What follows belongs to an exercise in optimizing a design on an open flow for small area; a production flow would make more cautious choices.
Function was checked by simulation only, so behaviour that the tests miss may differ from the original.
Power and IR drop assume default switching activity. The clock port is modelled as an ideal driver; clocking choices that lean on that would not hold on a real chip.

## incoming_response_buffer
module incoming_response_buffer #(
   parameter int ID_WIDTH   = 4,
   parameter int DATA_WIDTH = 64,
   parameter int RESP_WIDTH = 2,
   parameter int TAG_WIDTH  = 4,
   parameter int LEN_WIDTH  = 8,
   parameter int FIFO_DEPTH = 16
) (
   input  logic                  clk,
   input  logic                  rst,
   input  logic                  alloc_valid,
   output logic                  alloc_ready,
   input  logic [ID_WIDTH-1:0]   alloc_id,
   input  logic [LEN_WIDTH-1:0]  alloc_len,
   input  logic [TAG_WIDTH-1:0]  alloc_tagid,
   input  logic                  in_valid,
   output logic                  in_ready,
   input  logic [ID_WIDTH-1:0]   in_id,
   input  logic [DATA_WIDTH-1:0] in_data,
   input  logic [RESP_WIDTH-1:0] in_resp,
   input  logic                  in_last,
   output logic                  out_valid,
   input  logic                  out_ready,
   output logic [ID_WIDTH-1:0]   out_id,
   output logic [DATA_WIDTH-1:0] out_data,
   output logic [RESP_WIDTH-1:0] out_resp,
   output logic                  out_last,
   output logic [TAG_WIDTH-1:0]  out_tagid,
   input  logic                  err_clr,
   output logic                  err_unexp,
   output logic                  err_len,
   output logic [ID_WIDTH:0]     alloc_count
);
   localparam int N_IDS     = 2**ID_WIDTH;
   localparam int PAYLOAD_W = ID_WIDTH + DATA_WIDTH + RESP_WIDTH + 1 + TAG_WIDTH;
   logic                 r_tv   [N_IDS];
   logic [LEN_WIDTH-1:0] r_trem [N_IDS];
   logic [TAG_WIDTH-1:0] r_ttag [N_IDS];
   logic [ID_WIDTH:0]    r_alloc_count;
   logic                 r_err_unexp;
   logic                 r_err_len;
   logic                 w_ent_valid;
   logic [LEN_WIDTH-1:0] w_ent_rem;
   logic [TAG_WIDTH-1:0] w_ent_tagid;
   rob_pkg::r_resp_t     w_push;
   logic                 w_in_fire, w_hit, w_unexp, w_at_len, w_free, w_len_err, w_alloc;
   logic                 w_fifo_full;
   logic [PAYLOAD_W-1:0] w_fifo_dout;
   rob_pkg::r_resp_t     w_out;
   assign alloc_ready = !r_tv[alloc_id];
   assign w_alloc     = alloc_valid && alloc_ready;
   assign in_ready    = !w_fifo_full;
   assign w_in_fire   = in_valid && in_ready;
   assign w_ent_valid = r_tv[in_id];
  ...
Settings: LEC_CHECK=0, CAP_MARGIN=20, CORE_MARGIN=2, CORE_UTILIZATION=60, CTS_CLUSTER_DIAMETER=90, CTS_CLUSTER_SIZE=26, SLEW_MARGIN=20; clock period 6.0 ns.
standard.sh (not shown) runs the stock make flow with config.mk's settings and CLKGATE_MAP_FILE= SYNTH_SCRIPT=/design/flow/synth_recipe.tcl, a recipe that flattens the netlist after the stock synthesis.
==> flow/flow/run.sh <==
#!/bin/bash
# The standard layout (standard.sh: the standard flow's synthesis and ORFS flow, unchanged), with two
# settings passed to ORFS through its own variables:
#  - port buffers use the smallest buffer cell instead of the one buffer_ports picks;
#  - CTS clusters sinks as config.mk's CTS_CLUSTER_* do, without dummy balancing loads.
set -euo pipefail
export BUFFER_PORTS_ARGS="-buffer_cell sky130_fd_sc_hd__buf_1"
export CTS_ARGS="-sink_clustering_enable -repair_clock_nets -sink_clustering_size 26 -sink_clustering_max_diameter 90 -dont_use_dummy_load"
bash standard.sh > standard.log 2>&1
Then changed:
==> flow/run.sh (new file) <==
#!/bin/bash
# synth_recipe.tcl (not shown) runs the flow's synth.tcl, then flattens the netlist and writes it again
# the make line also repeats each setting of config.mk as NAME=value (left out here)
make -C /OpenROAD-flow-scripts/flow DESIGN_CONFIG=/design/flow/config.mk WORK_HOME=/design/flow/orfs CLKGATE_MAP_FILE= SYNTH_SCRIPT=/design/flow/synth_recipe.tcl finish
removed: flow/flow/run.sh
removed: flow/standard.sh
What happened: The changed run completed with no timing, DRC or antenna violations. Combinational power rose by a few percent. Wire length stays flat. Worst hold slack stays flat. Core utilization rose by 1.3 points.
Then changed:
Settings changed: CAP_MARGIN 20 to 0, SLEW_MARGIN 20 to 0.
The new run completed with no timing, DRC or antenna violations.
Worst hold slack is about the same.
Cell area is about the same.
Sequential power barely changes.
Via count barely changes.
Fmax stays flat.
Flip-flop and latch count does not change.
Utilization is about the same.
Total power barely changes.
Synthesized cell count does not change.
Then changed:
==> flow/flow/run.sh (new file) <==
#!/bin/bash
# The standard layout (standard.sh: the standard flow's synthesis and ORFS flow, unchanged), with two
# settings passed to ORFS through its own variables:
#  - port buffers use the smallest buffer cell instead of the one buffer_ports picks;
#  - CTS clusters sinks as config.mk's CTS_CLUSTER_* do, without dummy balancing loads.
set -euo pipefail
export BUFFER_PORTS_ARGS="-buffer_cell sky130_fd_sc_hd__buf_1"
export CTS_ARGS="-sink_clustering_enable -repair_clock_nets -sink_clustering_size 28 -sink_clustering_max_diameter 95 -dont_use_dummy_load"
bash standard.sh > standard.log 2>&1
==> flow/standard.sh (new file) <==
#!/bin/bash
# synth_recipe.tcl (not shown) runs the flow's synth.tcl, then flattens the netlist and writes it again
# the make line also repeats each setting of config.mk as NAME=value (left out here)
make -C /OpenROAD-flow-scripts/flow DESIGN_CONFIG=/design/flow/config.mk WORK_HOME=/design/flow/orfs CLKGATE_MAP_FILE= SYNTH_SCRIPT=/design/flow/synth_recipe.tcl "${@:-finish}"
Settings changed: CAP_MARGIN 0 to 20, CTS_CLUSTER_DIAMETER 90 to 95, CTS_CLUSTER_SIZE 26 to 28, SLEW_MARGIN 0 to 20.
removed: flow/run.sh
Design area falls by a few percent. Non-clock buffer count rises by 19. Die area does not change. Final cell count falls slightly. Utilization falls by 1.4 points.

static timing again, ports no longer ideal:
Ports are ideal in the flow. The routed layouts listed here were re-timed in OpenROAD.
Step 1: set_driving_cell puts a clkbuf_16 on clk and a buf_2 on each other input, an assumption about the parent block.
Step 2 adds t to the input delays and takes it off the output delays; t is the mean of the earliest and latest rising clock arrival at the registers after step 1. Input paths then give back, and output paths get back, about the clock's delay inside the block.
Three values: ideal ports, drivers, drivers and shift; two values: the first two.
| run | t (ns) | setup WS [ns] | pins driven straight from the clock port |
|---|---|---|---|
| the first run | 0.718 | 0.926 / 0.952 / 0.234 | 1 |
| the second run | 0.742 | 0.971 / 1.018 / 0.276 | 1 |
| the third run | 0.740 | 0.961 / 1.007 / 0.267 | 1 |
| the fourth run | 0.784 | 0.984 / 1.011 / 0.227 | 1 |
After both steps setup and hold are still met in every run listed. For the fourth run, which loses most, drivers alone change the setup slack by +0.027 ns; drivers and shift together by -0.757 ns.
